What follows belongs to an exercise in optimizing a design on an open flow for small area and a short achievable clock period; a production flow would make more cautious choices.
At most, simulation tests tie the RTL to the original design; equivalence was not proved.
The RTL of run 1 was laid out without a check of its function.
No activity file was given, so power comes from the tool's default toggle rates.

==> flow/flow/run.sh <==
#!/bin/bash
set -euo pipefail
bash standard.sh SETUP_SLACK_MARGIN=16.2 "BUFFER_PORTS_ARGS=-buffer_cell sky130_fd_sc_hd__buf_2" finish > standard.log 2>&1
==> flow/constraint.sdc <==
create_clock -name core_clock -period 22.0 [get_ports {clk}]
set_input_delay 4.4000 -clock core_clock [delete_from_list [all_inputs] [get_ports {clk}]]
set_output_delay 4.4000 -clock core_clock [all_outputs]
set_load 0.01 [all_outputs]
==> flow/config.mk <==
export PLATFORM = sky130hd
export DESIGN_NAME = quireDotApb
export DESIGN_NICKNAME = quireDotApb
export VERILOG_FILES = /design/flow/design.v
export SDC_FILE = /design/flow/constraint.sdc
export NUM_CORES = 4
export LEC_CHECK = 0
export ABC_AREA = 1
export CAP_MARGIN = 20
export CORE_MARGIN = 2
export CORE_UTILIZATION = 65
export PLACE_DENSITY = 0.8
export SLEW_MARGIN = 20
==> flow/standard.sh <==
#!/bin/bash
# synth_recipe.tcl (not shown) runs the flow's synth.tcl, then flattens the netlist and writes it again
# the make line also repeats each setting of config.mk as NAME=value (left out here)
make -C /OpenROAD-flow-scripts/flow DESIGN_CONFIG=/design/flow/config.mk WORK_HOME=/design/flow/orfs CLKGATE_MAP_FILE= SYNTH_SCRIPT=/design/flow/synth_recipe.tcl "${@:-finish}"
==> flow/design.v <==
`timescale 1ns/1ps
module qdDecode (
  input  logic [15:0] in,
  output logic isNaR,
  output logic isZero,
  output logic sign,
  output logic [12:0] sig,
  output logic signed [6:0] k
);
  logic [14:0] body;
  logic [13:0] y;
  logic [13:0] above;    
  logic [13:0] hot;      
  logic [3:0] pos;
  logic any;
  logic e;
  assign body = in[15] ? (~in[14:0] + 15'd1) : in[14:0];
  assign y = body[14] ? ~body[13:0] : body[13:0];
  always_comb begin
    above[13] = y[13];
    for (int j = 12; j >= 0; j--) above[j] = above[j+1] | y[j];
    hot[13] = y[13];
    for (int j = 12; j >= 0; j--) hot[j] = y[j] & ~above[j+1];
    any = above[0];
    pos = 4'd0;
    for (int j = 0; j < 14; j++) pos = pos | (hot[j] ? 4'(j) : 4'd0);
    e = 1'b0;
    for (int j = 1; j < 14; j++) e = e | (hot[j] & body[j-1]);
    for (int t = 0; t < 12; t++) sig[t] = (t + 2 <= 13 ? (above[t+2 > 13 ? 13 : t+2] & body[t]) : 1'b0) | hot[t+1];
    sig[12] = hot[13];
    if (!above[2]) sig[0] = 1'b1;
    if (!any) begin
      k = body[14] ? 7'sd28 : -7'sd28;
    end else if (body[14]) begin
      k = (pos == 4'd0) ? 7'sd26 : 7'(7'sd27 - 7'(3 * pos) + 7'(e));
    end else begin
      k = (pos == 4'd0) ? -7'sd28 : 7'(7'(pos) - 7'sd27 + 7'(e));
    end
  end
  assign isNaR = (in == 16'h8000);
  assign isZero = (in == 16'h0000);
  assign sign = in[15];
endmodule
`timescale 1ns/1ps
module qdTerm (
  input  logic        aNaR,
  input  logic        aZero,
  input  logic        aSign,
  input  logic [12:0] aSig,
  input  logic [6:0]  aK,
  input  logic        bNaR,
  input  logic        bZero,
  input  logic        bSign,
  input  logic [12:0] bSig,
  input  logic [6:0]  bK,
  input  logic        hold,
  output logic [47:0] prod,
  output logic [2:0]  shiftHi,
  output logic        neg,
  output logic        nar,
  output logic        kill
);
  logic [25:0] rawProd;
  logic [6:0] shift;
  logic [62:0] ext;
  assign shift = aK + bK + 7'd56;
  assign kill = hold | aNaR | bNaR | aZero | bZero;
  assign neg = (aSign ^ bSign) & ~kill;
  assign nar = (aNaR | bNaR) & ~hold;
  qdMul mul (.a(aSig), .b(bSig), .inv(neg), .p(rawProd));
  assign ext = {{22{neg}}, rawProd, {15{neg}}} << shift[3:0];
  assign prod = ext[62:15];
  assign shiftHi = shift[6:4];
endmodule
module qdMul (
  input  logic [12:0] a,
  input  logic [12:0] b,
  input  logic inv,
  output logic [25:0] p
);
  logic [12:0] pp [13];
  logic [25:0] r0, r1;
  always_comb for (int i = 0; i < 13; i++) pp[i] = b[i] ? a : '0;
  logic fc1;
  logic fc10;
  logic fc100;
  logic fc101;
  logic fc102;
  logic fc103;
  logic fc104;
  logic fc105;
  logic fc106;
  logic fc107;
  logic fc108;
  logic fc109;
  logic fc11;
  logic fc111;
  logic fc112;
  logic fc113;
  logic fc114;
  logic fc115;
  logic fc116;
  logic fc117;
  logic fc118;
  logic fc119;
  logic fc12;
  logic fc120;
  logic fc121;
  logic fc122;
  logic fc123;
  logic fc124;
  logic fc125;
  logic fc126;
  logic fc127;
  logic fc128;
  logic fc129;
  logic fc130;
  logic fc131;
  logic fc14;
  logic fc15;
  logic fc16;
  logic fc17;
  logic fc18;
  logic fc19;
  logic fc21;
  logic fc23;
  logic fc24;
  logic fc26;
  logic fc27;
  logic fc28;
  logic fc29;
  logic fc3;
  logic fc30;
  logic fc31;
  logic fc32;
  logic fc33;
  logic fc34;
  logic fc35;
  logic fc36;
  logic fc37;
  logic fc38;
  logic fc39;
  logic fc4;
  logic fc40;
  logic fc41;
  logic fc42;
  logic fc43;
  logic fc44;
  logic fc45;
  logic fc46;
  logic fc47;
  logic fc48;
  logic fc49;
  logic fc50;
  logic fc51;
  logic fc52;
  logic fc53;
  logic fc54;
  logic fc55;
  logic fc57;
  logic fc59;
  logic fc6;
  logic fc60;
  logic fc61;
  logic fc62;
  logic fc63;
  logic fc64;
  logic fc65;
  logic fc66;
  logic fc67;
  logic fc68;
  logic fc69;
  logic fc7;
  logic fc70;
  logic fc71;
  logic fc72;
  logic fc73;
  logic fc74;
  logic fc75;
  logic fc76;
  logic fc77;
  logic fc78;
  logic fc79;
  logic fc8;
  logic fc80;
  logic fc81;
  logic fc82;
  logic fc83;
  logic fc84;
  logic fc85;
  logic fc86;
  logic fc87;
  logic fc88;
  logic fc89;
  logic fc91;
  logic fc92;
  logic fc93;
  logic fc94;
  logic fc95;
  logic fc96;
  logic fc97;
  logic fc98;
  logic fc99;
  logic fs1;
  logic fs10;
  logic fs100;
  logic fs101;
  logic fs102;
  logic fs103;
  logic fs104;
  logic fs105;
  logic fs106;
  logic fs107;
  logic fs108;
  logic fs109;
  logic fs11;
  logic fs111;
  logic fs112;
  logic fs113;
  logic fs114;
  logic fs115;
  logic fs116;
  logic fs117;
  logic fs118;
  logic fs119;
  logic fs12;
  logic fs120;
  logic fs121;
  logic fs122;
  logic fs123;
  logic fs124;
  logic fs125;
  logic fs126;
  logic fs127;
  logic fs128;
  logic fs129;
  logic fs130;
  logic fs131;
  logic fs14;
  logic fs15;
  logic fs16;
  logic fs17;
  logic fs18;
  logic fs19;
  logic fs21;
  logic fs23;
  logic fs24;
  logic fs26;
  logic fs27;
  logic fs28;
  logic fs29;
  logic fs3;
  logic fs30;
  logic fs31;
  logic fs32;
  logic fs33;
  logic fs34;
  logic fs35;
  logic fs36;
  logic fs37;
  logic fs38;
  logic fs39;
  logic fs4;
  logic fs40;
  logic fs41;
  logic fs42;
  logic fs43;
  logic fs44;
  logic fs45;
  logic fs46;
  logic fs47;
  logic fs48;
  logic fs49;
  logic fs50;
  logic fs51;
  logic fs52;
  logic fs53;
  logic fs54;
  logic fs55;
  logic fs57;
  logic fs59;
  logic fs6;
  logic fs60;
  logic fs61;
  logic fs62;
  logic fs63;
  logic fs64;
  logic fs65;
  logic fs66;
  logic fs67;
  logic fs68;
  logic fs69;
  logic fs7;
  logic fs70;
  logic fs71;
  logic fs72;
  logic fs73;
  logic fs74;
  logic fs75;
  logic fs76;
  logic fs77;
  logic fs78;
  logic fs79;
  logic fs8;
  logic fs80;
  logic fs81;
  logic fs82;
  logic fs83;
  logic fs84;
  logic fs85;
  logic fs86;
  logic fs87;
  logic fs88;
  logic fs89;
  logic fs91;
  logic fs92;
  logic fs93;
  logic fs94;
  logic fs95;
  logic fs96;
  logic fs97;
  logic fs98;
  logic fs99;
  logic hc0;
  logic hc110;
  logic hc13;
  logic hc2;
  logic hc20;
  logic hc22;
  logic hc25;
  logic hc5;
  logic hc56;
  logic hc58;
  logic hc9;
  logic hc90;
  logic hs0;
  logic hs110;
  logic hs13;
  logic hs2;
  logic hs20;
  logic hs22;
  logic hs25;
  logic hs5;
  logic hs56;
  logic hs58;
  logic hs9;
  logic hs90;
  assign {hc0, hs0} = {1'b0, pp[0][9]} + {1'b0, pp[1][8]};
  assign {fc1, fs1} = {1'b0, pp[0][10]} + {1'b0, pp[1][9]} + {1'b0, pp[2][8]};
  assign {hc2, hs2} = {1'b0, pp[3][7]} + {1'b0, pp[4][6]};
  assign {fc3, fs3} = {1'b0, pp[0][11]} + {1'b0, pp[1][10]} + {1'b0, pp[2][9]};
  assign {fc4, fs4} = {1'b0, pp[3][8]} + {1'b0, pp[4][7]} + {1'b0, pp[5][6]};
  assign {hc5, hs5} = {1'b0, pp[6][5]} + {1'b0, pp[7][4]};
  assign {fc6, fs6} = {1'b0, pp[0][12]} + {1'b0, pp[1][11]} + {1'b0, pp[2][10]};
  assign {fc7, fs7} = {1'b0, pp[3][9]} + {1'b0, pp[4][8]} + {1'b0, pp[5][7]};
  assign {fc8, fs8} = {1'b0, pp[6][6]} + {1'b0, pp[7][5]} + {1'b0, pp[8][4]};
  assign {hc9, hs9} = {1'b0, pp[9][3]} + {1'b0, pp[10][2]};
  assign {fc10, fs10} = {1'b0, pp[1][12]} + {1'b0, pp[2][11]} + {1'b0, pp[3][10]};
  assign {fc11, fs11} = {1'b0, pp[4][9]} + {1'b0, pp[5][8]} + {1'b0, pp[6][7]};
  assign {fc12, fs12} = {1'b0, pp[7][6]} + {1'b0, pp[8][5]} + {1'b0, pp[9][4]};
  assign {hc13, hs13} = {1'b0, pp[10][3]} + {1'b0, pp[11][2]};
  assign {fc14, fs14} = {1'b0, pp[2][12]} + {1'b0, pp[3][11]} + {1'b0, pp[4][10]};
  assign {fc15, fs15} = {1'b0, pp[5][9]} + {1'b0, pp[6][8]} + {1'b0, pp[7][7]};
  assign {fc16, fs16} = {1'b0, pp[8][6]} + {1'b0, pp[9][5]} + {1'b0, pp[10][4]};
  assign {fc17, fs17} = {1'b0, pp[3][12]} + {1'b0, pp[4][11]} + {1'b0, pp[5][10]};
  assign {fc18, fs18} = {1'b0, pp[6][9]} + {1'b0, pp[7][8]} + {1'b0, pp[8][7]};
  assign {fc19, fs19} = {1'b0, pp[4][12]} + {1'b0, pp[5][11]} + {1'b0, pp[6][10]};
  assign {hc20, hs20} = {1'b0, pp[0][6]} + {1'b0, pp[1][5]};
  assign {fc21, fs21} = {1'b0, pp[0][7]} + {1'b0, pp[1][6]} + {1'b0, pp[2][5]};
  assign {hc22, hs22} = {1'b0, pp[3][4]} + {1'b0, pp[4][3]};
  assign {fc23, fs23} = {1'b0, pp[0][8]} + {1'b0, pp[1][7]} + {1'b0, pp[2][6]};
  assign {fc24, fs24} = {1'b0, pp[3][5]} + {1'b0, pp[4][4]} + {1'b0, pp[5][3]};
  assign {hc25, hs25} = {1'b0, pp[6][2]} + {1'b0, pp[7][1]};
  assign {fc26, fs26} = {1'b0, hs0} + {1'b0, pp[2][7]} + {1'b0, pp[3][6]};
  assign {fc27, fs27} = {1'b0, pp[4][5]} + {1'b0, pp[5][4]} + {1'b0, pp[6][3]};
  assign {fc28, fs28} = {1'b0, pp[7][2]} + {1'b0, pp[8][1]} + {1'b0, pp[9][0]};
  assign {fc29, fs29} = {1'b0, hc0} + {1'b0, fs1} + {1'b0, hs2};
  assign {fc30, fs30} = {1'b0, pp[5][5]} + {1'b0, pp[6][4]} + {1'b0, pp[7][3]};
  assign {fc31, fs31} = {1'b0, pp[8][2]} + {1'b0, pp[9][1]} + {1'b0, pp[10][0]};
  assign {fc32, fs32} = {1'b0, fc1} + {1'b0, hc2} + {1'b0, fs3};
  assign {fc33, fs33} = {1'b0, fs4} + {1'b0, hs5} + {1'b0, pp[8][3]};
  assign {fc34, fs34} = {1'b0, pp[9][2]} + {1'b0, pp[10][1]} + {1'b0, pp[11][0]};
  assign {fc35, fs35} = {1'b0, fc3} + {1'b0, fc4} + {1'b0, hc5};
  assign {fc36, fs36} = {1'b0, fs6} + {1'b0, fs7} + {1'b0, fs8};
  assign {fc37, fs37} = {1'b0, hs9} + {1'b0, pp[11][1]} + {1'b0, pp[12][0]};
  assign {fc38, fs38} = {1'b0, fc6} + {1'b0, fc7} + {1'b0, fc8};
  assign {fc39, fs39} = {1'b0, hc9} + {1'b0, fs10} + {1'b0, fs11};
  assign {fc40, fs40} = {1'b0, fs12} + {1'b0, hs13} + {1'b0, pp[12][1]};
  assign {fc41, fs41} = {1'b0, fc10} + {1'b0, fc11} + {1'b0, fc12};
  assign {fc42, fs42} = {1'b0, hc13} + {1'b0, fs14} + {1'b0, fs15};
  assign {fc43, fs43} = {1'b0, fs16} + {1'b0, pp[11][3]} + {1'b0, pp[12][2]};
  assign {fc44, fs44} = {1'b0, fc14} + {1'b0, fc15} + {1'b0, fc16};
  assign {fc45, fs45} = {1'b0, fs17} + {1'b0, fs18} + {1'b0, pp[9][6]};
  assign {fc46, fs46} = {1'b0, pp[10][5]} + {1'b0, pp[11][4]} + {1'b0, pp[12][3]};
  assign {fc47, fs47} = {1'b0, fc17} + {1'b0, fc18} + {1'b0, fs19};
  assign {fc48, fs48} = {1'b0, pp[7][9]} + {1'b0, pp[8][8]} + {1'b0, pp[9][7]};
  assign {fc49, fs49} = {1'b0, pp[10][6]} + {1'b0, pp[11][5]} + {1'b0, pp[12][4]};
  assign {fc50, fs50} = {1'b0, fc19} + {1'b0, pp[5][12]} + {1'b0, pp[6][11]};
  assign {fc51, fs51} = {1'b0, pp[7][10]} + {1'b0, pp[8][9]} + {1'b0, pp[9][8]};
  assign {fc52, fs52} = {1'b0, pp[10][7]} + {1'b0, pp[11][6]} + {1'b0, pp[12][5]};
  assign {fc53, fs53} = {1'b0, pp[6][12]} + {1'b0, pp[7][11]} + {1'b0, pp[8][10]};
  assign {fc54, fs54} = {1'b0, pp[9][9]} + {1'b0, pp[10][8]} + {1'b0, pp[11][7]};
  assign {fc55, fs55} = {1'b0, pp[7][12]} + {1'b0, pp[8][11]} + {1'b0, pp[9][10]};
  assign {hc56, hs56} = {1'b0, pp[0][4]} + {1'b0, pp[1][3]};
  assign {fc57, fs57} = {1'b0, pp[0][5]} + {1'b0, pp[1][4]} + {1'b0, pp[2][3]};
  assign {hc58, hs58} = {1'b0, pp[3][2]} + {1'b0, pp[4][1]};
  assign {fc59, fs59} = {1'b0, hs20} + {1'b0, pp[2][4]} + {1'b0, pp[3][3]};
  assign {fc60, fs60} = {1'b0, pp[4][2]} + {1'b0, pp[5][1]} + {1'b0, pp[6][0]};
  assign {fc61, fs61} = {1'b0, hc20} + {1'b0, fs21} + {1'b0, hs22};
  assign {fc62, fs62} = {1'b0, pp[5][2]} + {1'b0, pp[6][1]} + {1'b0, pp[7][0]};
  assign {fc63, fs63} = {1'b0, fc21} + {1'b0, hc22} + {1'b0, fs23};
  assign {fc64, fs64} = {1'b0, fs24} + {1'b0, hs25} + {1'b0, pp[8][0]};
  assign {fc65, fs65} = {1'b0, fc23} + {1'b0, fc24} + {1'b0, hc25};
  assign {fc66, fs66} = {1'b0, fs26} + {1'b0, fs27} + {1'b0, fs28};
  assign {fc67, fs67} = {1'b0, fc26} + {1'b0, fc27} + {1'b0, fc28};
  assign {fc68, fs68} = {1'b0, fs29} + {1'b0, fs30} + {1'b0, fs31};
  assign {fc69, fs69} = {1'b0, fc29} + {1'b0, fc30} + {1'b0, fc31};
  assign {fc70, fs70} = {1'b0, fs32} + {1'b0, fs33} + {1'b0, fs34};
  assign {fc71, fs71} = {1'b0, fc32} + {1'b0, fc33} + {1'b0, fc34};
  assign {fc72, fs72} = {1'b0, fs35} + {1'b0, fs36} + {1'b0, fs37};
  assign {fc73, fs73} = {1'b0, fc35} + {1'b0, fc36} + {1'b0, fc37};
  assign {fc74, fs74} = {1'b0, fs38} + {1'b0, fs39} + {1'b0, fs40};
  assign {fc75, fs75} = {1'b0, fc38} + {1'b0, fc39} + {1'b0, fc40};
  assign {fc76, fs76} = {1'b0, fs41} + {1'b0, fs42} + {1'b0, fs43};
  assign {fc77, fs77} = {1'b0, fc41} + {1'b0, fc42} + {1'b0, fc43};
  assign {fc78, fs78} = {1'b0, fs44} + {1'b0, fs45} + {1'b0, fs46};
  assign {fc79, fs79} = {1'b0, fc44} + {1'b0, fc45} + {1'b0, fc46};
  assign {fc80, fs80} = {1'b0, fs47} + {1'b0, fs48} + {1'b0, fs49};
  assign {fc81, fs81} = {1'b0, fc47} + {1'b0, fc48} + {1'b0, fc49};
  assign {fc82, fs82} = {1'b0, fs50} + {1'b0, fs51} + {1'b0, fs52};
  assign {fc83, fs83} = {1'b0, fc50} + {1'b0, fc51} + {1'b0, fc52};
  assign {fc84, fs84} = {1'b0, fs53} + {1'b0, fs54} + {1'b0, pp[12][6]};
  assign {fc85, fs85} = {1'b0, fc53} + {1'b0, fc54} + {1'b0, fs55};
  assign {fc86, fs86} = {1'b0, pp[10][9]} + {1'b0, pp[11][8]} + {1'b0, pp[12][7]};
  assign {fc87, fs87} = {1'b0, fc55} + {1'b0, pp[8][12]} + {1'b0, pp[9][11]};
  assign {fc88, fs88} = {1'b0, pp[10][10]} + {1'b0, pp[11][9]} + {1'b0, pp[12][8]};
  assign {fc89, fs89} = {1'b0, pp[9][12]} + {1'b0, pp[10][11]} + {1'b0, pp[11][10]};
  assign {hc90, hs90} = {1'b0, pp[0][3]} + {1'b0, pp[1][2]};
  assign {fc91, fs91} = {1'b0, hs56} + {1'b0, pp[2][2]} + {1'b0, pp[3][1]};
  assign {fc92, fs92} = {1'b0, hc56} + {1'b0, fs57} + {1'b0, hs58};
  assign {fc93, fs93} = {1'b0, fc57} + {1'b0, hc58} + {1'b0, fs59};
  assign {fc94, fs94} = {1'b0, fc59} + {1'b0, fc60} + {1'b0, fs61};
  assign {fc95, fs95} = {1'b0, fc61} + {1'b0, fc62} + {1'b0, fs63};
  assign {fc96, fs96} = {1'b0, fc63} + {1'b0, fc64} + {1'b0, fs65};
  assign {fc97, fs97} = {1'b0, fc65} + {1'b0, fc66} + {1'b0, fs67};
  assign {fc98, fs98} = {1'b0, fc67} + {1'b0, fc68} + {1'b0, fs69};
  assign {fc99, fs99} = {1'b0, fc69} + {1'b0, fc70} + {1'b0, fs71};
  assign {fc100, fs100} = {1'b0, fc71} + {1'b0, fc72} + {1'b0, fs73};
  assign {fc101, fs101} = {1'b0, fc73} + {1'b0, fc74} + {1'b0, fs75};
  assign {fc102, fs102} = {1'b0, fc75} + {1'b0, fc76} + {1'b0, fs77};
  assign {fc103, fs103} = {1'b0, fc77} + {1'b0, fc78} + {1'b0, fs79};
  assign {fc104, fs104} = {1'b0, fc79} + {1'b0, fc80} + {1'b0, fs81};
  assign {fc105, fs105} = {1'b0, fc81} + {1'b0, fc82} + {1'b0, fs83};
  assign {fc106, fs106} = {1'b0, fc83} + {1'b0, fc84} + {1'b0, fs85};
  assign {fc107, fs107} = {1'b0, fc85} + {1'b0, fc86} + {1'b0, fs87};
  assign {fc108, fs108} = {1'b0, fc87} + {1'b0, fc88} + {1'b0, fs89};
  assign {fc109, fs109} = {1'b0, fc89} + {1'b0, pp[10][12]} + {1'b0, pp[11][11]};
  assign {hc110, hs110} = {1'b0, pp[0][2]} + {1'b0, pp[1][1]};
  assign {fc111, fs111} = {1'b0, hs90} + {1'b0, pp[2][1]} + {1'b0, pp[3][0]};
  assign {fc112, fs112} = {1'b0, hc90} + {1'b0, fs91} + {1'b0, pp[4][0]};
  assign {fc113, fs113} = {1'b0, fc91} + {1'b0, fs92} + {1'b0, pp[5][0]};
  assign {fc114, fs114} = {1'b0, fc92} + {1'b0, fs93} + {1'b0, fs60};
  assign {fc115, fs115} = {1'b0, fc93} + {1'b0, fs94} + {1'b0, fs62};
  assign {fc116, fs116} = {1'b0, fc94} + {1'b0, fs95} + {1'b0, fs64};
  assign {fc117, fs117} = {1'b0, fc95} + {1'b0, fs96} + {1'b0, fs66};
  assign {fc118, fs118} = {1'b0, fc96} + {1'b0, fs97} + {1'b0, fs68};
  assign {fc119, fs119} = {1'b0, fc97} + {1'b0, fs98} + {1'b0, fs70};
  assign {fc120, fs120} = {1'b0, fc98} + {1'b0, fs99} + {1'b0, fs72};
  assign {fc121, fs121} = {1'b0, fc99} + {1'b0, fs100} + {1'b0, fs74};
  assign {fc122, fs122} = {1'b0, fc100} + {1'b0, fs101} + {1'b0, fs76};
  assign {fc123, fs123} = {1'b0, fc101} + {1'b0, fs102} + {1'b0, fs78};
  assign {fc124, fs124} = {1'b0, fc102} + {1'b0, fs103} + {1'b0, fs80};
  assign {fc125, fs125} = {1'b0, fc103} + {1'b0, fs104} + {1'b0, fs82};
  assign {fc126, fs126} = {1'b0, fc104} + {1'b0, fs105} + {1'b0, fs84};
  assign {fc127, fs127} = {1'b0, fc105} + {1'b0, fs106} + {1'b0, fs86};
  assign {fc128, fs128} = {1'b0, fc106} + {1'b0, fs107} + {1'b0, fs88};
  assign {fc129, fs129} = {1'b0, fc107} + {1'b0, fs108} + {1'b0, pp[12][9]};
  assign {fc130, fs130} = {1'b0, fc108} + {1'b0, fs109} + {1'b0, pp[12][10]};
  assign {fc131, fs131} = {1'b0, fc109} + {1'b0, pp[11][12]} + {1'b0, pp[12][11]};
  assign r0 = {1'b0, fc131, fc130, fc129, fc128, fc127, fc126, fc125, fc124, fc123, fc122, fc121, fc120, fc119, fc118, fc117, fc116, fc115, fc114, fc113, fc112, fc111, hc110, hs110, pp[0][1], pp[0][0]};
  assign r1 = {1'b0, pp[12][12], fs131, fs130, fs129, fs128, fs127, fs126, fs125, fs124, fs123, fs122, fs121, fs120, fs119, fs118, fs117, fs116, fs115, fs114, fs113, fs112, fs111, pp[2][0], pp[1][0], 1'b0};
  qdAdd #(.W(26)) fin (.a(r0), .b(r1), .ci(1'b0), .inv(inv), .s(p));
endmodule
`timescale 1ns/1ps
module qdAccum (
  input  logic         clk,
  input  logic         clear,
  input  logic         acc,
  input  logic [47:0]  prod,
  input  logic [7:0]   fill,
  input  logic [7:0]   place,
  input  logic         neg,
  input  logic         termNaR,
  output logic [127:0] quire,
  output logic         quireNaR
);
  logic [127:0] aligned;
  logic [127:0] sum;
  always_comb begin
    aligned = '0;
    for (int j = 0; j < 8; j++) begin
      aligned = aligned | (({80'd0, prod} << (16 * j)) & {128{place[j] & acc}});
    end
    for (int k = 0; k < 8; k++) begin
      aligned[16*k +: 16] = aligned[16*k +: 16] | {16{fill[k] & acc}};
    end
  end
  qdAdd #(.W(128)) add (.a(quire), .b(aligned), .ci(neg & acc), .inv(1'b0), .s(sum));
  always_ff @(posedge clk) begin
    if (clear) begin
      quire <= '0;
      quireNaR <= 1'b0;
    end else begin
      quire <= sum;
      quireNaR <= quireNaR | (termNaR & acc);
    end
  end
endmodule
module qdAdd #(
  parameter int W = 128
) (
  input  logic [W-1:0] a,
  input  logic [W-1:0] b,
  input  logic         ci,
  input  logic         inv,
  output logic [W-1:0] s
);
  localparam int L = $clog2(W);
  logic [W-1:0] p0, g0;
  logic [W-1:0] g, p;
  logic [W-1:0] c;
  always_comb begin
    p0 = a ^ b;
    g0 = a & b;
    g = g0;
    p = p0;
    g[0] = g0[0] | (p0[0] & ci);
    for (int l = 0; l < L; l++) begin
      for (int i = (2 << l) - 1; i < W; i += (2 << l)) begin
        g[i] = g[i] | (p[i] & g[i - (1 << l)]);
        p[i] = p[i] & p[i - (1 << l)];
      end
    end
    for (int l = L - 2; l >= 0; l--) begin
      for (int i = (3 << l) - 1; i < W; i += (2 << l)) begin
        g[i] = g[i] | (p[i] & g[i - (1 << l)]);
        p[i] = p[i] & p[i - (1 << l)];
      end
    end
    c = {g[W-2:0], ci};
    s = p0 ^ {W{inv}} ^ c;
  end
endmodule
`timescale 1ns/1ps
module qdRound (
  input  logic [127:0] quire,
  input  logic         quireNaR,
  output logic [15:0]  result
);
  logic s;
  logic [83:0] v;
  logic posBig, negBig, big, tiny, isZero;
  logic [5:0] aPos, aNeg, a;
  logic [5:0] sh;
  logic [16:0] pat;
  logic [13:0] msk;
  logic cut, odd;
  logic [45:0] x5;
  logic [30:0] x4;
  logic [22:0] x3;
  logic [18:0] x2;
  logic [16:0] x1;
  logic [14:0] w;
  logic [80:0] po;
  logic [55:0] stk;
  logic sticky;
  logic inc;
  logic [16:0] ext;
  logic [14:0] e0, e1, em1;
  logic [3:0] m;
  logic g, t0, c, step;
  logic [15:0] main;
  assign s = quire[127];
  assign v = quire[83:0] ^ {84{s}};
  assign posBig = !s && (|quire[126:84]);
  assign negBig = s && !((&quire[126:84]) && (|quire[83:0]));
  assign big = posBig || negBig;
  assign tiny = s ? (&quire[83:28]) : !(|quire[83:28]);
  assign isZero = !s && !(|quire[126:0]);
  qdLead #(.W(64)) leadPos (.x({8'd0, quire[83:28]}), .pos(aPos));
  qdLead #(.W(64)) leadNeg (.x({8'd0, ~quire[83:28]}), .pos(aNeg));
  assign a = s ? aNeg : aPos;
  positRoundTable tab (.a, .sh, .pat, .msk, .cut, .odd);
  always_comb begin
    x5 = sh[5] ? {26'd0, v[83:58]} : v[71:26];
    x4 = sh[4] ? {1'b0, x5[45:16]} : x5[30:0];
    x3 = sh[3] ? x4[30:8] : x4[22:0];
    x2 = sh[2] ? x3[22:4] : x3[18:0];
    x1 = sh[1] ? x2[18:2] : x2[16:0];
    w = sh[0] ? x1[15:1] : x1[14:0];
  end
  always_comb begin
    po = quire[80:0];
    for (int l = 0; l < 7; l++) begin
      for (int i = 0; i < 81; i++) begin
        if ((i >> l) % 2 == 1) po[i] = po[i] | po[((i >> l) << l) - 1];
      end
    end
  end
  assign stk = po[80:25];
  positRoundSticky pick (.a, .stk, .sticky);
  assign inc = s && !sticky;
  assign ext = pat | {3'd0, w[13:0] & msk};
  assign e0 = ext[16:2];
  assign e1 = e0 + 15'd1;
  assign em1 = e0 - 15'd1;
  assign m = {1'b0, w[2:0]} + {3'd0, inc};
  always_comb begin
    if (cut) begin
      g = odd && (m[3] || m[1] || m[0]);
      t0 = odd && (m[3] || m[1]);
      c = 1'b0;
    end else begin
      g = ext[1] ^ (inc && ext[0]);
      t0 = ext[0] ^ inc;
      c = inc && ext[1] && ext[0];
    end
  end
  assign step = c || (g && (t0 || sticky || e0[0]));
  assign main = s ? (step ? ~{1'b0, e0} : ~{1'b0, em1})
                  : (step ? {1'b0, e1} : {1'b0, e0});
  always_comb begin
    if (quireNaR) begin
      result = 16'h8000;
    end else if (isZero) begin
      result = 16'h0000;
    end else if (big) begin
      result = s ? 16'h8001 : 16'h7FFF;
    end else if (tiny) begin
      result = s ? 16'hFFFF : 16'h0001;
    end else begin
      result = main;
    end
  end
endmodule
module qdLead #(
  parameter int W = 64
) (
  input  logic [W-1:0] x,
  output logic [$clog2(W)-1:0] pos
);
  if (W == 2) begin : g_leaf
    assign pos = x[1];
  end else begin : g_node
    localparam int H = W / 2;
    logic [$clog2(H)-1:0] ph, pl;
    logic vh;
    qdLead #(.W(H)) hi (.x(x[W-1:H]), .pos(ph));
    qdLead #(.W(H)) lo (.x(x[H-1:0]), .pos(pl));
    assign vh = |x[W-1:H];
    assign pos = vh ? {1'b1, ph} : {1'b0, pl};
  end
endmodule
`timescale 1ns/1ps
module positRoundTable (
  input  logic [5:0]  a,
  output logic [5:0]  sh,
  output logic [16:0] pat,
  output logic [13:0] msk,
  output logic        cut,
  output logic        odd
);
  always_comb begin
    case (a)
      6'd0: begin sh = 6'd0; pat = 17'h00004; msk = 14'h0000; cut = 1'b1; odd = 1'b0; end
      6'd1: begin sh = 6'd1; pat = 17'h00004; msk = 14'h0000; cut = 1'b1; odd = 1'b1; end
      6'd2: begin sh = 6'd2; pat = 17'h00008; msk = 14'h0003; cut = 1'b0; odd = 1'b0; end
      6'd3: begin sh = 6'd3; pat = 17'h0000C; msk = 14'h0003; cut = 1'b0; odd = 1'b0; end
      6'd4: begin sh = 6'd3; pat = 17'h00010; msk = 14'h0007; cut = 1'b0; odd = 1'b0; end
      6'd5: begin sh = 6'd4; pat = 17'h00018; msk = 14'h0007; cut = 1'b0; odd = 1'b0; end
      6'd6: begin sh = 6'd4; pat = 17'h00020; msk = 14'h000F; cut = 1'b0; odd = 1'b0; end
      6'd7: begin sh = 6'd5; pat = 17'h00030; msk = 14'h000F; cut = 1'b0; odd = 1'b0; end
      6'd8: begin sh = 6'd5; pat = 17'h00040; msk = 14'h001F; cut = 1'b0; odd = 1'b0; end
      6'd9: begin sh = 6'd6; pat = 17'h00060; msk = 14'h001F; cut = 1'b0; odd = 1'b0; end
      6'd10: begin sh = 6'd6; pat = 17'h00080; msk = 14'h003F; cut = 1'b0; odd = 1'b0; end
      6'd11: begin sh = 6'd7; pat = 17'h000C0; msk = 14'h003F; cut = 1'b0; odd = 1'b0; end
      6'd12: begin sh = 6'd7; pat = 17'h00100; msk = 14'h007F; cut = 1'b0; odd = 1'b0; end
      6'd13: begin sh = 6'd8; pat = 17'h00180; msk = 14'h007F; cut = 1'b0; odd = 1'b0; end
      6'd14: begin sh = 6'd8; pat = 17'h00200; msk = 14'h00FF; cut = 1'b0; odd = 1'b0; end
      6'd15: begin sh = 6'd9; pat = 17'h00300; msk = 14'h00FF; cut = 1'b0; odd = 1'b0; end
      6'd16: begin sh = 6'd9; pat = 17'h00400; msk = 14'h01FF; cut = 1'b0; odd = 1'b0; end
      6'd17: begin sh = 6'd10; pat = 17'h00600; msk = 14'h01FF; cut = 1'b0; odd = 1'b0; end
      6'd18: begin sh = 6'd10; pat = 17'h00800; msk = 14'h03FF; cut = 1'b0; odd = 1'b0; end
      6'd19: begin sh = 6'd11; pat = 17'h00C00; msk = 14'h03FF; cut = 1'b0; odd = 1'b0; end
      6'd20: begin sh = 6'd11; pat = 17'h01000; msk = 14'h07FF; cut = 1'b0; odd = 1'b0; end
      6'd21: begin sh = 6'd12; pat = 17'h01800; msk = 14'h07FF; cut = 1'b0; odd = 1'b0; end
      6'd22: begin sh = 6'd12; pat = 17'h02000; msk = 14'h0FFF; cut = 1'b0; odd = 1'b0; end
      6'd23: begin sh = 6'd13; pat = 17'h03000; msk = 14'h0FFF; cut = 1'b0; odd = 1'b0; end
      6'd24: begin sh = 6'd13; pat = 17'h04000; msk = 14'h1FFF; cut = 1'b0; odd = 1'b0; end
      6'd25: begin sh = 6'd14; pat = 17'h06000; msk = 14'h1FFF; cut = 1'b0; odd = 1'b0; end
      6'd26: begin sh = 6'd14; pat = 17'h08000; msk = 14'h3FFF; cut = 1'b0; odd = 1'b0; end
      6'd27: begin sh = 6'd15; pat = 17'h0C000; msk = 14'h3FFF; cut = 1'b0; odd = 1'b0; end
      6'd28: begin sh = 6'd16; pat = 17'h10000; msk = 14'h3FFF; cut = 1'b0; odd = 1'b0; end
      6'd29: begin sh = 6'd17; pat = 17'h14000; msk = 14'h3FFF; cut = 1'b0; odd = 1'b0; end
      6'd30: begin sh = 6'd19; pat = 17'h18000; msk = 14'h1FFF; cut = 1'b0; odd = 1'b0; end
      6'd31: begin sh = 6'd20; pat = 17'h1A000; msk = 14'h1FFF; cut = 1'b0; odd = 1'b0; end
      6'd32: begin sh = 6'd22; pat = 17'h1C000; msk = 14'h0FFF; cut = 1'b0; odd = 1'b0; end
      6'd33: begin sh = 6'd23; pat = 17'h1D000; msk = 14'h0FFF; cut = 1'b0; odd = 1'b0; end
      6'd34: begin sh = 6'd25; pat = 17'h1E000; msk = 14'h07FF; cut = 1'b0; odd = 1'b0; end
      6'd35: begin sh = 6'd26; pat = 17'h1E800; msk = 14'h07FF; cut = 1'b0; odd = 1'b0; end
      6'd36: begin sh = 6'd28; pat = 17'h1F000; msk = 14'h03FF; cut = 1'b0; odd = 1'b0; end
      6'd37: begin sh = 6'd29; pat = 17'h1F400; msk = 14'h03FF; cut = 1'b0; odd = 1'b0; end
      6'd38: begin sh = 6'd31; pat = 17'h1F800; msk = 14'h01FF; cut = 1'b0; odd = 1'b0; end
      6'd39: begin sh = 6'd32; pat = 17'h1FA00; msk = 14'h01FF; cut = 1'b0; odd = 1'b0; end
      6'd40: begin sh = 6'd34; pat = 17'h1FC00; msk = 14'h00FF; cut = 1'b0; odd = 1'b0; end
      6'd41: begin sh = 6'd35; pat = 17'h1FD00; msk = 14'h00FF; cut = 1'b0; odd = 1'b0; end
      6'd42: begin sh = 6'd37; pat = 17'h1FE00; msk = 14'h007F; cut = 1'b0; odd = 1'b0; end
      6'd43: begin sh = 6'd38; pat = 17'h1FE80; msk = 14'h007F; cut = 1'b0; odd = 1'b0; end
      6'd44: begin sh = 6'd40; pat = 17'h1FF00; msk = 14'h003F; cut = 1'b0; odd = 1'b0; end
      6'd45: begin sh = 6'd41; pat = 17'h1FF40; msk = 14'h003F; cut = 1'b0; odd = 1'b0; end
      6'd46: begin sh = 6'd43; pat = 17'h1FF80; msk = 14'h001F; cut = 1'b0; odd = 1'b0; end
      6'd47: begin sh = 6'd44; pat = 17'h1FFA0; msk = 14'h001F; cut = 1'b0; odd = 1'b0; end
      6'd48: begin sh = 6'd46; pat = 17'h1FFC0; msk = 14'h000F; cut = 1'b0; odd = 1'b0; end
      6'd49: begin sh = 6'd47; pat = 17'h1FFD0; msk = 14'h000F; cut = 1'b0; odd = 1'b0; end
      6'd50: begin sh = 6'd49; pat = 17'h1FFE0; msk = 14'h0007; cut = 1'b0; odd = 1'b0; end
      6'd51: begin sh = 6'd50; pat = 17'h1FFE8; msk = 14'h0007; cut = 1'b0; odd = 1'b0; end
      6'd52: begin sh = 6'd52; pat = 17'h1FFF0; msk = 14'h0003; cut = 1'b0; odd = 1'b0; end
      6'd53: begin sh = 6'd53; pat = 17'h1FFF4; msk = 14'h0003; cut = 1'b0; odd = 1'b0; end
      6'd54: begin sh = 6'd54; pat = 17'h1FFF8; msk = 14'h0000; cut = 1'b1; odd = 1'b0; end
      6'd55: begin sh = 6'd55; pat = 17'h1FFF8; msk = 14'h0000; cut = 1'b1; odd = 1'b1; end
      default: begin sh = 6'd0; pat = 17'h00000; msk = 14'h0000; cut = 1'b0; odd = 1'b0; end
    endcase
  end
endmodule
module positRoundSticky (
  input  logic [5:0]  a,
  input  logic [55:0] stk,
  output logic        sticky
);
  logic [63:0] byA;
  assign byA[0] = stk[0];
  assign byA[1] = stk[1];
  assign byA[2] = stk[2];
  assign byA[3] = stk[3];
  assign byA[4] = stk[3];
  assign byA[5] = stk[4];
  assign byA[6] = stk[4];
  assign byA[7] = stk[5];
  assign byA[8] = stk[5];
  assign byA[9] = stk[6];
  assign byA[10] = stk[6];
  assign byA[11] = stk[7];
  assign byA[12] = stk[7];
  assign byA[13] = stk[8];
  assign byA[14] = stk[8];
  assign byA[15] = stk[9];
  assign byA[16] = stk[9];
  assign byA[17] = stk[10];
  assign byA[18] = stk[10];
  assign byA[19] = stk[11];
  assign byA[20] = stk[11];
  assign byA[21] = stk[12];
  assign byA[22] = stk[12];
  assign byA[23] = stk[13];
  assign byA[24] = stk[13];
  assign byA[25] = stk[14];
  assign byA[26] = stk[14];
  assign byA[27] = stk[15];
  assign byA[28] = stk[16];
  assign byA[29] = stk[17];
  assign byA[30] = stk[19];
  assign byA[31] = stk[20];
  assign byA[32] = stk[22];
  assign byA[33] = stk[23];
  assign byA[34] = stk[25];
  assign byA[35] = stk[26];
  assign byA[36] = stk[28];
  assign byA[37] = stk[29];
  assign byA[38] = stk[31];
  assign byA[39] = stk[32];
  assign byA[40] = stk[34];
  assign byA[41] = stk[35];
  assign byA[42] = stk[37];
  assign byA[43] = stk[38];
  assign byA[44] = stk[40];
  assign byA[45] = stk[41];
  assign byA[46] = stk[43];
  assign byA[47] = stk[44];
  assign byA[48] = stk[46];
  assign byA[49] = stk[47];
  assign byA[50] = stk[49];
  assign byA[51] = stk[50];
  assign byA[52] = stk[52];
  assign byA[53] = stk[53];
  assign byA[54] = stk[54];
  assign byA[55] = stk[55];
  assign byA[63:56] = 8'd0;
  assign sticky = byA[a];
endmodule
`timescale 1ns/1ps
module quireDotApb (
  input  logic        clk,
  input  logic        rst,
  input  logic        psel,
  input  logic        penable,
  input  logic        pwrite,
  input  logic [7:0]  paddr,
  input  logic [31:0] pwdata,
  output logic [31:0] prdata,
  output logic        pready,
  output logic        pslverr
);
  localparam logic [7:0] RegOpA = 8'h00;
  localparam logic [7:0] RegOpB = 8'h04;
  localparam logic [7:0] RegCtrl = 8'h08;
  localparam logic [7:0] RegResult = 8'h0C;
  logic setup;
  logic hitA, hitB, hitC, hitR;
  logic rstQ, clrQ;
  logic wrA, wrB;
  logic accNext;
  logic doAcc;
  logic [15:0] stg;
  logic [15:0] opA, opB;
  logic dNaR, dZero, dSign;
  logic [12:0] dSig;
  logic [6:0] dK;
  logic aNaR, aZero, aSign, bNaR, bZero, bSign;
  logic [12:0] aSig, bSig;
  logic [6:0] aK, bK;
  logic [47:0] prod;
  logic [2:0] shiftHi;
  logic neg, nar, kill;
  logic [47:0] tProd;
  logic [7:0] tPlace;
  logic [7:0] tFill;
  logic [7:0] place, covered;
  logic tNeg, tNaR;
  logic [127:0] quire;
  logic quireNaR;
  logic [15:0] result;
  logic [15:0] rdata;
  logic err;
  assign setup = psel && !penable;
  assign hitA = (paddr == RegOpA);
  assign hitB = (paddr == RegOpB);
  assign hitC = (paddr == RegCtrl);
  assign hitR = (paddr == RegResult);
  always_ff @(posedge clk) begin
    rstQ <= rst;
    clrQ <= rst || (setup && pwrite && hitC && pwdata[0]);
    wrA <= setup && pwrite && hitA;
    wrB <= setup && pwrite && hitB;
    stg <= pwdata[15:0];
  end
  qdDecode dec (.in(stg), .isNaR(dNaR), .isZero(dZero), .sign(dSign), .sig(dSig), .k(dK));
  always_ff @(posedge clk) begin
    if (rstQ) begin
      opA <= '0;
      aNaR <= 1'b0;
      aZero <= 1'b1;
    end else if (wrA) begin
      opA <= stg;
      aNaR <= dNaR;
      aZero <= dZero;
    end
    if (rstQ) begin
      opB <= '0;
      bNaR <= 1'b0;
      bZero <= 1'b1;
    end else if (wrB) begin
      opB <= stg;
      bNaR <= dNaR;
      bZero <= dZero;
    end
    if (wrA) begin
      aSign <= dSign;
      aSig <= dSig;
      aK <= dK;
    end
    if (wrB) begin
      bSign <= dSign;
      bSig <= dSig;
      bK <= dK;
    end
  end
  qdTerm term (
    .aNaR, .aZero, .aSign, .aSig, .aK,
    .bNaR, .bZero, .bSign, .bSig, .bK,
    .hold(rstQ),
    .prod, .shiftHi, .neg, .nar, .kill
  );
  assign accNext = setup && pwrite && hitC && pwdata[1];
  assign place = 8'd1 << shiftHi;
  assign covered = place | (place << 1) | (place << 2);
  always_ff @(posedge clk) begin
    tProd <= prod;
    doAcc <= accNext;
    tPlace <= kill ? 8'd0 : place;
    tFill <= neg ? ~covered : 8'd0;
    tNeg <= neg;
    tNaR <= nar;
  end
  qdAccum accum (
    .clk, .clear(clrQ),
    .acc(doAcc), .prod(tProd), .fill(tFill), .place(tPlace), .neg(tNeg), .termNaR(tNaR),
    .quire, .quireNaR
  );
  qdRound round (.quire, .quireNaR, .result);
  always_ff @(posedge clk) begin
    rdata <= ({16{hitA && !rstQ}} & opA) | ({16{hitB && !rstQ}} & opB) | ({16{hitR && !rstQ}} & result);
    err <= !(hitA || hitB || hitC || hitR) || (pwrite && hitR);
  end
  assign prdata = {16'h0000, rdata};
  assign pready = 1'b1;
  assign pslverr = err;
endmodule
==> results of run 1 <==
==> repair_timing <==
action / 4_1_cts / 5_1_grt
pin swaps: 19 / 71
gates resized for setup: 53 / 178
endpoints found under the setup margin: 92 / 74
setup buffers: 71 / 44
cloned: 1 / 3
==> power by group through the flow <==
stage	logic [mW]	clock network, mW	registers (mW)
6_report	0.0999	0.639	0.574
5_1_grt	0.112	0.666	0.574
4_1_cts	0.0926	0.640	0.575
3_5_place_dp	0.0904	0	0.587
3_3_place_gp	0.0868	0	0.587
2_1_floorplan	0.0739	0	0.584
==> placed cells by master (no fill, tap or decap), types with 69 or more instances in the layout <==
cell	netlist	layout
inv_1	758	742
xor2_1	136	135
buf_4	24	101
fa_1	187	173
o21ai_0	207	198
nand3_1	361	353
nor3_1	87	79
ha_1	196	189
nand2_1	1079	1047
nor2_1	433	425
dfxtp_1	262	227
xnor2_1	70	69
a21oi_1	152	141
==> stage by stage <==
stage,instance area [µm²],cells,util
6_report,34800,5332,0.727
5_1_grt,34800,5332,0.727
4_1_cts,33800,5285,0.707
3_5_place_dp,31800,5148,0.665
3_3_place_gp,31800,5148,0.665
2_1_floorplan,31600,4665,-
==> flip-flops by register name, indices dropped and copies added, names as in the netlist, 7 cells and up <==
signal       count
tProd           42
aK               7
aSig            13
opB             16
accum.quire    128
rdata           16
tFill            8
bK               7
stg             16
opA             16
bSig            13
tPlace           8
==> synthesized netlist by cell type, types with 12 or more instances <==
cell          n  area share
nand2_2      29      0.0057
dfxtp_1     262        0.17
inv_1       758       0.090
nand3_1     361       0.057
nand4_1      59       0.012
o211ai_1     45       0.011
a21oi_1     152       0.024
xor2_1      136       0.038
buf_2        25      0.0040
o2111ai_1    21      0.0058
inv_2        17      0.0020
buf_4        24      0.0057
nor4_1       21      0.0042
or2_2        12      0.0024
xnor2_1      70       0.019
nor2_2       24      0.0048
o21ai_0     207       0.033
o21ai_1      18      0.0029
nand3_2      21      0.0067
nand2_1    1079        0.13
o22ai_1      34      0.0067
clkbuf_1    112       0.013
nor2_1      433       0.051
buf_6        12      0.0043
o21bai_1     20      0.0048
fa_1        187        0.12
a21o_1       26      0.0062
ha_1        196       0.078
edfxtp_1     42       0.040
o21a_1       13      0.0031
buf_1        15      0.0018
nor3_1       87       0.014
a31oi_1      30      0.0059
==> routing by layer <==
metal  wire length, µm  share of wire
met1             38900           0.39
met3             10400           0.11
met5                 0              0
met2             44600           0.45
met4              4680          0.047
==> cell type report <==
cell class / count / area (µm²)
Inverter: 781 / 2980
Multi-Input combinational cell: 3394 / 21900
Fill cell: 3860 / 13100
Clock inverter: 20 / 269
Clock buffer: 45 / 975
Tap cell: 615 / 769
Sequential cell: 304 / 6570
Timing Repair Buffer: 173 / 1320
==> worst register-to-register path: cells and delay by family, from the launching register on <==
family                     cells  cell delay, ns
muxes                          1            0.19
DFF                            1            0.43
AOI/OAI and AO/OA              5            0.74
xor gates and xnor gates       1            0.15
and+or+nand+nor                4            0.42
buffers and inverters         14            1.37
adders and majority gates      6            2.68
==> worst max-delay path by stage <==
stage | from | to | slack (ns) | cells past startpoint
after global routing | bSig[2]$_DFFE_PP_ | tProd[31]$_DFF_P_ | 15.67 | 35
final | bSig[2]$_DFFE_PP_ | tProd[18]$_DFF_P_ | 15.94 | 31
after detailed placement | doAcc$_DFF_P_ | accum.quire[127]$_SDFF_PP0_ | 14.99 | 34
after floorplan | paddr[5] | rdata[10]$_DFF_P_ | 16.22 | 8
after CTS | aSig[6]$_DFFE_PP_ | tProd[31]$_DFF_P_ | 16.20 | 33
after global placement | doAcc$_DFF_P_ | accum.quire[111]$_SDFF_PP0_ | 15.07 | 30
==> cells by family (layout without fill, tap and decap cells) <==
family	count (synthesis)	count (layout)	synth area share
fa+ha+maj	383	383	0.196
flops	304	304	0.206
simple gates	2165	2168	0.299
xor+xnor	207	207	0.0577
compound gates	608	609	0.115
buf+inv	971	1019	0.123
other cells	2	17	0.000238
mux	10	10	0.00317
==> impl_metrics.tcl, run 1 <==
set metrics [dict create \
    holdBufCountCts 0 \
    finalClockSkew_ns 0.0183 \
    vdd_drop_max_mv 0.0632 \
    min_delay_path_depth 2 \
    slew_headroom 0.132 \
    wl_per_cell_um 18.5 \
    worstMarginPinSlew_ns 1.29 \
    finalPower_mw 1.31 \
    clockRootBuffer "clkbuf_16" \
    holdCritStartpoint "tNaR$_DFF_P_" \
    grt_most_used_layer "met2" \
    critPathCaptureType "register" \
    r2r-end "tProd[18]$_DFF_P_" \
    grt_pass1_vias 28800 \
    synth.ff_latch_count 304 \
    start_util 0.660 \
    clkPwrFrac 0.487 \
    required_ns 22.48 \
    antenna_found_initial 0 \
    rsz0062_at_grt "true" \
    clock_path_buffers 3 \
    power.density_nw_per_um2 37.8 \
    arrival_ns 6.55 \
    clock-sinks 304 \
    fin_tns_setup_ns 0 \
    hold_path_class "reg2reg" \
    slowest_delay_ns 0.56 \
    synth_cells 4650 \
    reg2reg_slack_ns 15.94 \
    worstRegToRegCells 31 \
    switching_share 0.252 \
    power_frac_seq 0.437 \
    grt_overflow_total 0 \
    synthFlopType "dfxtp_1" \
    syn_area_um2 31600 \
    fmax_mhz 165 \
    cts_tree "yes" \
    die_w_um 224 \
    first_pass_iters 8 \
    use_met3 0.0777 \
    cp-start-kind "register" \
    initialDrtViolationCount 3904 \
    p_sw_mw 0.331 \
    synthArstFlopShare 0 \
    cts_htree_levels 2 \
    yosysUniqueCellTypes 67 \
    dp_hpwl_um 69000 \
    ys_warn_count 9 \
    crit_buf_inv 14 \
    clk_pin_slew_ns 0.06 \
    r2r_start "bSig[2]$_DFFE_PP_" \
    routed_wl_um 98500 \
    via_per_inst 5.90 \
    grtUsageMet1 0.491 \
    synth_edf_count 42 \
    timing.final.crit_share 0.276 \
    power_frac_comb 0.076 \
    maxCapViolCount 0 \
    status "finished clean" \
    crit_slowest_cell "fa_1" \
    layout-drive-gt1-share 0.112 \
    ios 79 \
    ys_seq_area_frac 0.206 \
    vias 31400 \
    drc_errors 0 \
    maxSlewViolCount 0 \
    synthToLayoutAreaGrowth_pct 10.2 \
    core_um2 47800 \
    finalSetupViolCount 0 \
    clk_latency_ns 0.57 \
    dieArea_um2 50300 \
    grt_util_met2 0.606 \
    track_usage 0.374 \
    nets 5118 \
    antenna_cells 0 \
    die_y_um 224 \
    cts_made_buffers 36 \
    cp_common_cell "buf_6" \
    grt_pass1_wl_um 150000 \
    intPower_mw 0.983 \
    hold_violations 0 \
    leakagePower_nw 17.5 \
    min_to "accum.quireNaR$_SDFF_PP0_" \
    hold_ws_ns 0.447 \
    avgSynthCellArea_um2 6.79 \
    min_period_ns 6.06 \
    path_max_fanout 3 \
    post-place-ws_ns 14.99 \
    gp_congestion 1.01 \
    grt_max_degree 73 \
    critPathKind "reg2reg" \
    rows 80 \
    cp_top_family "adder cells" \
    port_buffers 45 \
    postRouteAntennaNets 0 \
    fin_ws_ns 15.94 \
]
==> inputs of run 2 (changes only) <==
--- a/flow/design.v
+++ b/flow/design.v
@@ -480,5 +480,5 @@
   assign r0 = {1'b0, fc131, fc130, fc129, fc128, fc127, fc126, fc125, fc124, fc123, fc122, fc121, fc120, fc119, fc118, fc117, fc116, fc115, fc114, fc113, fc112, fc111, hc110, hs110, pp[0][1], pp[0][0]};
   assign r1 = {1'b0, pp[12][12], fs131, fs130, fs129, fs128, fs127, fs126, fs125, fs124, fs123, fs122, fs121, fs120, fs119, fs118, fs117, fs116, fs115, fs114, fs113, fs112, fs111, pp[2][0], pp[1][0], 1'b0};
-  qdAdd #(.W(26)) fin (.a(r0), .b(r1), .ci(1'b0), .inv(inv), .s(p));
+  qdAddKS #(.W(26)) fin (.a(r0), .b(r1), .ci(1'b0), .inv(inv), .s(p));
 endmodule
 `timescale 1ns/1ps
@@ -549,4 +549,39 @@
     end
     c = {g[W-2:0], ci};
+    s = p0 ^ {W{inv}} ^ c;
+  end
+endmodule
+module qdAddKS #(
+  parameter int W = 26
+) (
+  input  logic [W-1:0] a,
+  input  logic [W-1:0] b,
+  input  logic         ci,
+  input  logic         inv,
+  output logic [W-1:0] s
+);
+  localparam int L = $clog2(W);
+  logic [W-1:0] p0, g0;
+  logic [W-1:0] g, p, gn, pn;
+  logic [W-1:0] c;
+  always_comb begin
+    p0 = a ^ b;
+    g0 = a & b;
+    g = g0;
+    p = p0;
+    g[0] = g0[0] | (p0[0] & ci);
+    for (int l = 0; l < L; l++) begin
+      gn = g;
+      pn = p;
+      for (int i = 0; i < W; i++) begin
+        if (i >= (1 << l)) begin
+          gn[i] = g[i] | (p[i] & g[i - (1 << l)]);
+          pn[i] = p[i] & p[i - (1 << l)];
+        end
+      end
+      g = gn;
+      p = pn;
+    end
+    c = {g[W-2:0], ci};
     s = p0 ^ {W{inv}} ^ c;
   end
==> run 2 against run 1 <==
Net effect:
- combinational power decreased by 2%
- non-clock buffer count decreased by 20
- largest cell class unchanged
- sequential power about the same
- sequential share of layout area increased by 0.44 points
- first-iteration DRC count decreased by 18%
==> impl_metrics.tcl, run 2 <==
set metrics [dict create \
    status "finished clean" \
    synth_compound_area_frac 0.127 \
    path_max_fanout 4 \
    cp-start-kind "register" \
    power.density_nw_per_um2 38.0 \
    synth_cells 4544 \
    largest_register_ffs 128 \
    finalSetupViolCount 0 \
    routed_wl_um 95400 \
    synth_xor_area_frac 0.0528 \
    cts_htree_levels 2 \
    synth_fa_ha_area_frac 0.200 \
    slew_headroom 0.238 \
    antenna_found_initial 2 \
    synth_commonest_cells "nand2_1, inv_1, nor2_1, nand3_1, dfxtp_1" \
    yosysUniqueCellTypes 64 \
    grt_util_met2 0.592 \
    dieArea_um2 49500 \
    dp_hpwl_um 68600 \
    worstMarginPinSlew_ns 1.13 \
    clockRootBuffer "clkbuf_16" \
    timing.final.crit_share 0.260 \
    ys_seq_area_frac 0.210 \
    syn_area_um2 31000 \
    hold_violations 0 \
    initialDrtViolationCount 3216 \
    cts_made_buffers 36 \
    layout-drive-gt1-share 0.116 \
    grt_most_used_layer "met2" \
    port_buffers 45 \
    rsz0062_at_grt "true" \
    gp_congestion 1.03 \
    fmax_mhz 175 \
    via_per_inst 5.88 \
    use_met3 0.0718 \
    vias 30700 \
    drc_errors 0 \
    synth.ff_latch_count 304 \
    critPathKind "reg2reg" \
    yosys.area.top_type_share 0.169 \
    grt_max_degree 85 \
    maxCapViolCount 0 \
    rows 80 \
    synthArstFlopShare 0 \
    arrival_ns 6.16 \
    grt_overflow_total 0 \
    clk_pin_slew_ns 0.06 \
    top_register "accum.quire" \
    synth_edf_count 42 \
    core_um2 47400 \
    die_y_um 222 \
    avgSynthCellArea_um2 6.83 \
    synthFlopType "dfxtp_1" \
    die_w_um 222 \
    clock_path_buffers 3 \
    start_util 0.654 \
    leakagePower_nw 16.9 \
    first_pass_iters 10 \
    vdd_drop_max_mv 0.0730 \
    required_ns 22.45 \
    yosysMostFrequentCell "nand2_1" \
    final_cells 5214 \
    synth_largest_area_cell "dfxtp_1" \
    layout_commonest_cell "nand2_1" \
    grtUsageMet1 0.498 \
    maxSlewViolCount 0 \
    final_cell_mix "nand2_1, inv_1, nor2_1" \
    grt_pass1_wl_um 147000 \
    grt_pass1_vias 27900 \
    yosys-mux-area-fraction 0.00419 \
    top_regs "accum.quire: 128 flops, tProd: 42 flops" \
    clock-sinks 304 \
    critPathCaptureType "register" \
    wl_per_cell_um 18.3 \
    track_usage 0.369 \
    hold_path_class "reg2reg" \
    finalClockSkew_ns 0.0232 \
    yosys.area_share.simple 0.281 \
    ios 79 \
    nets 5000 \
    clk_latency_ns 0.56 \
    ys_warn_count 9 \
    synthToLayoutAreaGrowth_pct 10.2 \
    cts_tree "yes" \
    dp_cells 5052 \
    fin_tns_setup_ns 0 \
    antenna_cells 0 \
    synth_top_family_by_area "simple AND/OR/NAND/NOR gates" \
    postRouteAntennaNets 0 \
    yosys-top-cells-area "dfxtp_1, fa_1, nand2_1, inv_1, ha_1" \
    min_period_ns 5.71 \
]
-- run 2: kinds of logic (layout without fill, tap and decap cells) --
kind of cell / Yosys count / in the layout
multiplexers: 13 / 13
buffers and inverters: 977 / 1013
adder cells (fa/ha/maj): 383 / 383
XOR/XNOR: 187 / 187
other: 2 / 17
AO/OA/AOI/OAI: 671 / 671
AND/OR/NAND/NOR: 2007 / 2011
flip-flops: 304 / 304
-- run 2: metal layers --
| layer | share of wire | wire, µm |
|---|---|---|
| met5 | 0.00028 | 27 |
| met4 | 0.040 | 3850 |
| met3 | 0.10 | 9900 |
| met2 | 0.45 | 43000 |
| met1 | 0.41 | 38700 |
-- run 2: where the power goes --
group / leakage [nW] / internal, mW / total [mW] / switching [mW]
logic: 13.7 / 0.0342 / 0.0981 / 0.0639
clock network: 0.606 / 0.372 / 0.628 / 0.256
registers: 2.54 / 0.569 / 0.573 / 0.00477
-- run 2: repair_timing --
item | in CTS | in global routing
buffers inserted | 49 | 41
gates cloned | 2 | 5
resized for setup | 56 | 195
setup endpoints to repair | 94 | 80
hold buffers | 0 | 0
pin swaps | 3 | 37
-- run 2: cell type report --
| cell class | instances | area (µm²) |
|---|---|---|
| multi-input combinational | 3282 | 21400 |
| fill | 3920 | 13300 |
| sequential | 304 | 6610 |
| inverter | 793 | 3010 |
| timing repair buffer | 153 | 1140 |
| clock buffer | 45 | 1030 |
| tap | 615 | 769 |
| clock inverter | 20 | 228 |
| timing repair inverter | 2 | 11.3 |
-- run 2: worst max-delay path, cell delays in order, from the launching register on --
cell      delay, ns
edfxtp_1       0.50
nand2_1        0.11
inv_1          0.06
fa_1           0.55
inv_1          0.07
fa_2           0.39
fa_1           0.57
fa_1           0.46
fa_1           0.53
inv_2          0.05
ha_4           0.28
nand4_1        0.15
nor2_1         0.17
a21oi_2        0.10
o221ai_2       0.19
nand3_1        0.12
nand2_2        0.11
a21oi_2        0.07
inv_2          0.06
nand2_1        0.04
o211ai_1       0.11
or2_4          0.18
nand3_2        0.08
o211ai_1       0.10
o21ai_1        0.13
or2_4          0.29
nand3_2        0.07
nand2_1        0.07
-- run 2: through the flow --
stage | power (mW) | setup WS [ns] | area [µm²] | hold slack (ns) | util
finish | 1.30 | 16.29 | 34200 | 0.447 | 0.721
global route | 1.34 | 16.06 | 34200 | 0.459 | 0.721
CTS | 1.30 | 16.11 | 33200 | 0.450 | 0.699
detailed placement | 0.678 | 14.89 | 31300 | 0.443 | 0.661
global placement | 0.674 | 15.02 | 31300 | 0.436 | 0.661
floorplan | 0.657 | 16.33 | 31100 | 0.426 | -
-- run 2: final timing paths --
kind,start,to,slack [ns],cells after the start
worst max-delay path,aSig[6]$_DFFE_PP_,tProd[28]$_DFF_P_,16.29,27
worst min register to register,tNaR$_DFF_P_,accum.quireNaR$_SDFF_PP0_,0.45,2
worst max register to register,aSig[6]$_DFFE_PP_,tProd[28]$_DFF_P_,16.29,27
worst min-delay path,tNaR$_DFF_P_,accum.quireNaR$_SDFF_PP0_,0.45,2
==> inputs of run 3 (changes only) <==
--- a/flow/config.mk
+++ b/flow/config.mk
@@ -10,4 +10,5 @@
 export CORE_MARGIN = 2
 export CORE_UTILIZATION = 65
+export CTS_BUF_LIST = sky130_fd_sc_hd__clkbuf_4 sky130_fd_sc_hd__clkbuf_8
 export PLACE_DENSITY = 0.8
 export SLEW_MARGIN = 20
==> run 3 against run 2 <==
Net effect:
- still clean
- core utilization fell by 0.15 points
- sequential power barely moved
- cell area fell by 0.21%
- global-route usage fell by 0.15 points
- critical path depth did not move
- area after synthesis did not move
- critical path type unchanged
- largest power group unchanged
==> impl_metrics.tcl, run 3 <==
set metrics [dict create \
    rows 80 \
    finalClockSkew_ns 0.0446 \
    track_usage 0.368 \
    top_register "accum.quire" \
    critPathCaptureType "register" \
    clk_latency_ns 0.66 \
    synth_largest_area_cell "dfxtp_1" \
    avgSynthCellArea_um2 6.83 \
    via_per_inst 5.83 \
    post-place-ws_ns 14.89 \
    ys_warn_count 9 \
    grt_pass1_wl_um 146000 \
    slew_headroom 0.237 \
    hold_violations 0 \
    power.density_nw_per_um2 38.0 \
    leakagePower_nw 16.9 \
    nets 5013 \
    drc_errors 0 \
    reg2reg_slack_ns 16.30 \
    slowest_delay_ns 0.54 \
    synthFlopType "dfxtp_1" \
    yosys.area.top_type_share 0.169 \
    yosys-mux-area-fraction 0.00419 \
    path_max_fanout 5 \
    r2r_start "aSig[10]$_DFFE_PP_" \
    postRouteAntennaNets 0 \
    fmax_mhz 175 \
    wl_per_cell_um 18.1 \
    rsz0062_at_grt "true" \
    place_area_um2 31300 \
    synth_edf_count 42 \
    synthArstFlopShare 0 \
    antenna_found_initial 3 \
    hold_path_class "reg2reg" \
    min_period_ns 5.70 \
    clockRootBuffer "clkbuf_8" \
    fin_tns_setup_ns 0 \
    crit_buf_inv 4 \
    finalSetupViolCount 0 \
    maxSlewViolCount 0 \
    die_y_um 222 \
    synth_compound_area_frac 0.127 \
    cts_tree "yes" \
    ys_seq_area_frac 0.210 \
    dp_hpwl_um 68600 \
    dieArea_um2 49500 \
    synth_top_family_by_area "simple AND/OR/NAND/NOR gates" \
    critPathKind "reg2reg" \
    holdCritStartpoint "tNaR$_DFF_P_" \
    synth_fa_ha_area_frac 0.200 \
    cp_top_family "adder cells" \
    worstMarginPinSlew_ns 1.13 \
    yosys.area_share.simple 0.281 \
    grt_overflow_total 0 \
    top_regs "accum.quire: 128 flops, tProd: 42 flops" \
    required_ns 22.55 \
    final_cells 5241 \
    synth_cells 4544 \
    postLayoutCellArea_um2 34100 \
    finalPower_mw 1.30 \
    port_buffers 45 \
    vias 30500 \
    final_cell_mix "nand2_1, inv_1, nor2_1" \
    die_w_um 222 \
    synth.ff_latch_count 304 \
    dp_cells 5052 \
    r2r-end "tProd[28]$_DFF_P_" \
    first_pass_iters 7 \
    layout-drive-gt1-share 0.118 \
    syn_area_um2 31000 \
    antenna_cells 0 \
    yosysMostFrequentCell "nand2_1" \
    fin_ws_ns 16.30 \
    min_delay_path_depth 2 \
    cp-start-kind "register" \
    crit_slowest_cell "fa_1" \
    grt_pass1_vias 28000 \
    synth_xor_area_frac 0.0528 \
    holdBufCountCts 0 \
    clk_pin_slew_ns 0.06 \
    fill_cells 3951 \
    worstRegToRegCells 27 \
    timing.final.crit_share 0.259 \
    maxCapViolCount 0 \
    routed_wl_um 95100 \
    yosysUniqueCellTypes 64 \
    clock-sinks 304 \
    clock_path_buffers 3 \
    status "finished clean" \
    layout_commonest_cell "nand2_1" \
    critPathLaunch "aSig[10]$_DFFE_PP_" \
    arrival_ns 6.25 \
    cts_htree_levels 2 \
    core_um2 47400 \
    initialDrtViolationCount 3348 \
    yosys-top-cells-area "dfxtp_1, fa_1, nand2_1, inv_1, ha_1" \
    synth_commonest_cells "nand2_1, inv_1, nor2_1, nand3_1, dfxtp_1" \
    min_to "accum.quireNaR$_SDFF_PP0_" \
    start_util 0.654 \
    synthToLayoutAreaGrowth_pct 9.98 \
    largest_register_ffs 128 \
    gp_congestion 1.03 \
    grt_max_degree 85 \
    vdd_drop_max_mv 0.0566 \
    ios 79 \
    cts_made_buffers 52 \
]
[run 3: power breakdown]
part / switching (mW) / internal, mW / total, mW / leakage (nW)
combinational: 0.0628 / 0.0340 / 0.0969 / 13.7
sequential: 0.00474 / 0.569 / 0.574 / 2.54
clock: 0.254 / 0.373 / 0.627 / 0.654
total: 0.321 / 0.977 / 1.30 / 16.9
[run 3: routing by layer]
metal / global-route usage / part of all wire
met1: 0.500 / 0.41
met2: 0.584 / 0.45
met5: 0 / 0.00043
met3: 0.0742 / 0.10
met4: 0.131 / 0.040
[run 3: layout make-up]
| cell class | count | area [µm²] | share of cell area |
|---|---|---|---|
| clock buffer | 73 | 942 | 0.0276 |
| clock inverter | 22 | 338 | 0.00990 |
| inverter | 793 | 3010 | 0.0882 |
| multi-input combinational | 3282 | 21400 | 0.627 |
| sequential | 304 | 6590 | 0.193 |
| tap | 615 | 769 | 0.0226 |
| timing repair buffer | 150 | 1080 | 0.0317 |
| timing repair inverter | 2 | 11.3 | 0.000330 |
[run 3: kinds of logic (layout without fill, tap and decap cells)]
kind of cell / after synthesis / in the layout
simple gates: 2007 / 2011
buf+inv: 977 / 1040
compound gates: 671 / 671
fa+ha+maj: 383 / 383
flops: 304 / 304
xor+xnor: 187 / 187
mux: 13 / 13
other cells: 2 / 17
[run 3: through the flow]
stage	hold WS [ns]	utilization
floorplan	0.426	-
global placement	0.436	0.661
detailed placement	0.443	0.661
CTS	0.449	0.700
global route	0.458	0.719
finish	0.447	0.719
[run 3: repair_timing]
item,in CTS,in global routing
buffers inserted,50,38
resized for setup,57,174
pin swaps,3,34
cloned,2,4
setup endpoints to repair,94,74
[run 3: how the worst max path moves through the flow]
stage | endpoint | depth (start not counted)
4_1_cts | accum.quire[127]$_SDFF_PP0_ | 34
2_1_floorplan | rdata[10]$_DFF_P_ | 8
6_report | tProd[28]$_DFF_P_ | 27
3_5_place_dp | accum.quire[127]$_SDFF_PP0_ | 35
5_1_grt | tProd[28]$_DFF_P_ | 27
3_3_place_gp | accum.quire[127]$_SDFF_PP0_ | 35
[run 3: worst register-to-register path: stages (launching register included)]
cell      delay, ns
edfxtp_1       0.53
nand2_1        0.12
inv_1          0.06
fa_1           0.51
inv_1          0.07
fa_2           0.39
fa_1           0.54
fa_1           0.48
fa_1           0.51
inv_1          0.07
ha_4           0.23
a21oi_2        0.14
o221ai_2       0.11
a21oi_2        0.24
o221ai_2       0.16
nand3_1        0.12
nand2_2        0.08
a21oi_2        0.18
inv_2          0.05
nand2_1        0.05
o211ai_1       0.11
nand2_1        0.13
nand3_2        0.09
o211ai_1       0.10
o21ai_1        0.13
or2_4          0.29
nand3_2        0.07
nand2_1        0.08

afterwards: timing with drivers on the ports:
In the flow no input, the clock included, has a driving cell. The finished layouts below were timed again as built, in two steps. Step 1 (the two cells are an assumption about what drives the block):
set clk [get_ports {clk}]
set_driving_cell -lib_cell sky130_fd_sc_hd__clkbuf_16 $clk
set_driving_cell -lib_cell sky130_fd_sc_hd__buf_2 [delete_from_list [all_inputs] $clk]
Step 2 times the ports against the registers' clock, not the clock port: input delays grow and output delays shrink by t, the midpoint of the rising clock arrivals with the driver on. a / b / c = no drivers / after step 1 / after step 2; a / b = the first two.
run | t, ns | slack for setup (ns) | latest minus earliest clock arrival (ns) | worst register clock-pin slew, ns
run 1 | 0.623 | 15.936 / 15.936 / 15.795 | 0.018 / 0.019 | 0.07 / 0.07
run 2 | 0.609 | 16.291 / 16.291 / 15.815 | 0.024 / 0.025 | 0.06 / 0.06
run 3 | 0.697 | 16.299 / 16.299 / 15.661 | 0.045 / 0.045 | 0.07 / 0.07
After both steps every run listed still meets setup and hold. For run 3, which loses most, drivers alone change the setup slack by 0.000 ns; drivers and shift together by -0.638 ns.
